Context: an optimization exercise on an open-source flow, tuned for a short achievable clock period and few clock cycles per item. The choices shown serve that exercise and are no tape-out recipe.
The RTL was checked by simulation tests, not by an equivalence proof against the original design.

==> v18: inputs <==
## biquad_iir_filter
module biquad_iir_filter (
  input  wire logic                                clk_i,
  input  wire logic                                rst_ni,
  input  wire logic                                cfg_we_i,
  input  wire logic [bqf_pkg::CFG_IDX_W-1:0]       cfg_idx_i,
  input  wire logic [bqf_pkg::CFG_DATA_W-1:0]      cfg_wdata_i,
  input  wire logic                                in_valid_i,
  output logic                                     in_stall_o,
  input  wire logic signed [bqf_pkg::SAMPLE_W-1:0] sample_in_i,
  input  wire logic                                start_block_i,
  output logic                                     out_valid_o,
  input  wire logic                                out_stall_i,
  output logic signed [bqf_pkg::SAMPLE_W-1:0]      sample_out_o,
  output logic                                     saturated_o
);
export LEC_CHECK = 0
export CAP_MARGIN = 20
export CELL_PAD_IN_SITES_DETAIL_PLACEMENT = 1
export CELL_PAD_IN_SITES_GLOBAL_PLACEMENT = 1
export CORE_MARGIN = 2
export CORE_UTILIZATION = 25
export PLACE_DENSITY = 0.45
export SETUP_SLACK_MARGIN = 5
export SLEW_MARGIN = 20
create_clock -name core_clock -period 10.0 [get_ports {clk_i}]
run.sh (not shown) runs the stock make flow with config.mk's settings and CLKGATE_MAP_FILE= SYNTH_SCRIPT=/design/flow/synth_recipe.tcl, a recipe that flattens the netlist after the stock synthesis.
==> v10 (differences from v18) <==
--- a/flow/design.v
+++ b/flow/design.v
@@ -446,39 +446,58 @@
   logic [W-1:0]  s_sum;
   logic          sat_hi, sat_lo;
   logic [SW-1:0] y_cur;
   assign s_sum  = sa_q + sb_q;
   assign sat_hi = !s_sum[W-1] && (s_sum[W-2:30] != '0);
   assign sat_lo =  s_sum[W-1] && (s_sum[W-2:30] != '1);
   assign y_cur  = sat_hi ? 16'h7fff : sat_lo ? 16'h8000 : s_sum[30:15];
-  logic [31:0] vsum;
-  logic [15:0] lsum;
-  logic        cin;
-  logic        m_pos, m_neg;
-  assign lsum  = {1'b0, sa_q[14:0]} + {1'b0, sb_q[14:0]};
+  logic [29:0] cg_q, cp_q;
+  always_ff @(posedge clk_i) begin
+    cg_q <= sa_d[29:0] & sb_d[29:0];
+    cp_q <= sa_d[29:0] | sb_d[29:0];
+  end
+  logic [15:0] lsum, hs0, hs1;
+  logic        cin, c30_0, c30_1;
+  logic        m0_pos, m0_neg, m1_pos, m1_neg;
+  assign lsum  = {1'b0, cp_q[14:0]} + {1'b0, cg_q[14:0]};
+  assign hs0   = {1'b0, cp_q[29:15]} + {1'b0, cg_q[29:15]};
+  assign hs1   = {1'b0, cp_q[29:15]} + {1'b0, cg_q[29:15]} + 16'd1;
   assign cin   = lsum[15];
-  assign vsum  = {sa_q[30], sa_q[30:0]} + {sb_q[30], sb_q[30:0]};
-  assign m_pos = !vsum[31] &&  vsum[30];
-  assign m_neg =  vsum[31] && !vsum[30];
+  assign c30_0 = hs0[15];
+  assign c30_1 = hs1[15];
+  assign m0_pos = !sa_q[30] && !sb_q[30] &&  c30_0;
+  assign m0_neg =  sa_q[30] &&  sb_q[30] && !c30_0;
+  assign m1_pos = !sa_q[30] && !sb_q[30] &&  c30_1;
+  assign m1_neg =  sa_q[30] &&  sb_q[30] && !c30_1;
   logic [ND-1:0][W-1:0] pa1, pb1, pa2, pb2;
   logic [W-1:0]         ha1, hb1, ha2, hb2;
-  bqf_pp u_pa1 (.y_i(sa_q[30:15]), .tab_i(ta1_i), .row_o(pa1), .hot_o(ha1));
-  bqf_pp u_pb1 (.y_i(sb_q[30:15]), .tab_i(ta1_i), .row_o(pb1), .hot_o(hb1));
+  logic [15:0] sai_q, sbi_q;
+  always_ff @(posedge clk_i) begin
+    sai_q <= ~sa_d[30:15];
+    sbi_q <= ~sb_d[30:15];
+  end
+  bqf_pp u_pa1 (.y_i(~sai_q), .tab_i(ta1_i), .row_o(pa1), .hot_o(ha1));
+  bqf_pp u_pb1 (.y_i(~sbi_q), .tab_i(ta1_i), .row_o(pb1), .hot_o(hb1));
   bqf_pp u_pa2 (.y_i(sa_q[30:15]), .tab_i(ta2_i), .row_o(pa2), .hot_o(ha2));
   bqf_pp u_pb2 (.y_i(sb_q[30:15]), .tab_i(ta2_i), .row_o(pb2), .hot_o(hb2));
   logic [W-1:0] k1a, k1b, k0s, k0c;
   bqf_c42 u_k0 (.r_i({a_p_q, l_b1x_q, d2a_q, d2b_q}), .s_o(k0s), .c_o(k0c));
   bqf_c42 u_k1 (.r_i({k0s, k0c, ha1, hb1}), .s_o(k1a), .c_o(k1b));
   logic [W-1:0] k2a, k2b;
   bqf_csa u_k2 (.a_i(l_b2x_q), .b_i(ha2), .c_i(hb2), .s_o(k2a), .c_o(k2b));
-  logic [W-1:0] late1, late2;
+  logic [W-1:0] late1, late2, l10, l11, l20, l21;
   always_comb begin
-    if (m_pos)      begin late1 = ra1_i[4 + 32'(cin)]; late2 = ra2_i[4 + 32'(cin)]; end
-    else if (m_neg) begin late1 = ra1_i[0 + 32'(cin)]; late2 = ra2_i[0 + 32'(cin)]; end
-    else            begin late1 = ra1_i[2 + 32'(cin)]; late2 = ra2_i[2 + 32'(cin)]; end
+    if (m0_pos)      begin l10 = ra1_i[4]; l20 = ra2_i[4]; end
+    else if (m0_neg) begin l10 = ra1_i[0]; l20 = ra2_i[0]; end
+    else             begin l10 = ra1_i[2]; l20 = ra2_i[2]; end
+    if (m1_pos)      begin l11 = ra1_i[5]; l21 = ra2_i[5]; end
+    else if (m1_neg) begin l11 = ra1_i[1]; l21 = ra2_i[1]; end
+    else             begin l11 = ra1_i[3]; l21 = ra2_i[3]; end
+    late1 = cin ? l11 : l10;
+    late2 = cin ? l21 : l20;
   end
   logic [W-1:0] t1a, t1b, t2a, t2b;
   bqf_ltree u_t1 (.pa_i(pa1), .pb_i(pb1), .ka_i(k1a), .kb_i(k1b), .late_i(late1),
                   .s_o(t1a), .c_o(t1b));
   bqf_ltree u_t2 (.pa_i(pa2), .pb_i(pb2), .ka_i(k2a), .kb_i(k2b), .late_i(late2),
                   .s_o(t2a), .c_o(t2b));
   logic [W-1:0] h1a, h1b, l1a, l1b;
==> impl_metrics.env <==
export IMPL_fillCellCount=56864
export IMPL_status="timing/DRC/antenna clean"
export IMPL_holdPathEnd="u_datapath.l_b2x_q[15]"
export IMPL_crit_buf_inv=5
export IMPL_finalNetCount=15240
export IMPL_critPathMostFrequentCell="buf_12"
export IMPL_netlist_area_sq_um=123600
Source of the figures above: v18

==> impl_metrics.env <==
export IMPL_crit_buf_inv=6
export IMPL_status="timing/DRC/antenna clean"
export IMPL_finalNetCount=15571
export IMPL_fillCellCount=58237
export IMPL_holdPathEnd="u_datapath.a_b1x_q[1]"
export IMPL_largest_register="u_ctrl.buf_q"
export IMPL_ant_nets=0
Source of the figures above: v10

Testbench counts of v18, summed over its fixed seeds: cycles 2,088, items 2,048.
Testbench counts of v10, summed over its fixed seeds: cycles 2,088, items 2,048.

==> what the ideal ports hide <==
The results above use ideal ports. As a check the final layouts listed here were re-extracted and re-timed, cells and wires unchanged. Step 1, drivers: a clkbuf_16 drives clk_i and a buf_2 each remaining input, both assumed. Step 2 times the ports against the registers' clock, not the clock port: input delays grow and output delays shrink by t, the midpoint of the rising clock arrivals with the driver on. Three values: ideal ports, drivers, drivers and shift; two values: the first two.
run	shift t [ns]	setup WS [ns]	hold WS [ns]	worst slew at a driven data input, ns	pins driven straight from the clock port
v18	1.016	4.853 / 4.853 / 4.853	0.293 / 0.293 / 0.293	0.06	1
v10	1.022	4.894 / 4.894 / 4.894	0.320 / 0.320 / 0.320	0.17	1
After both steps every run listed still meets setup and hold.
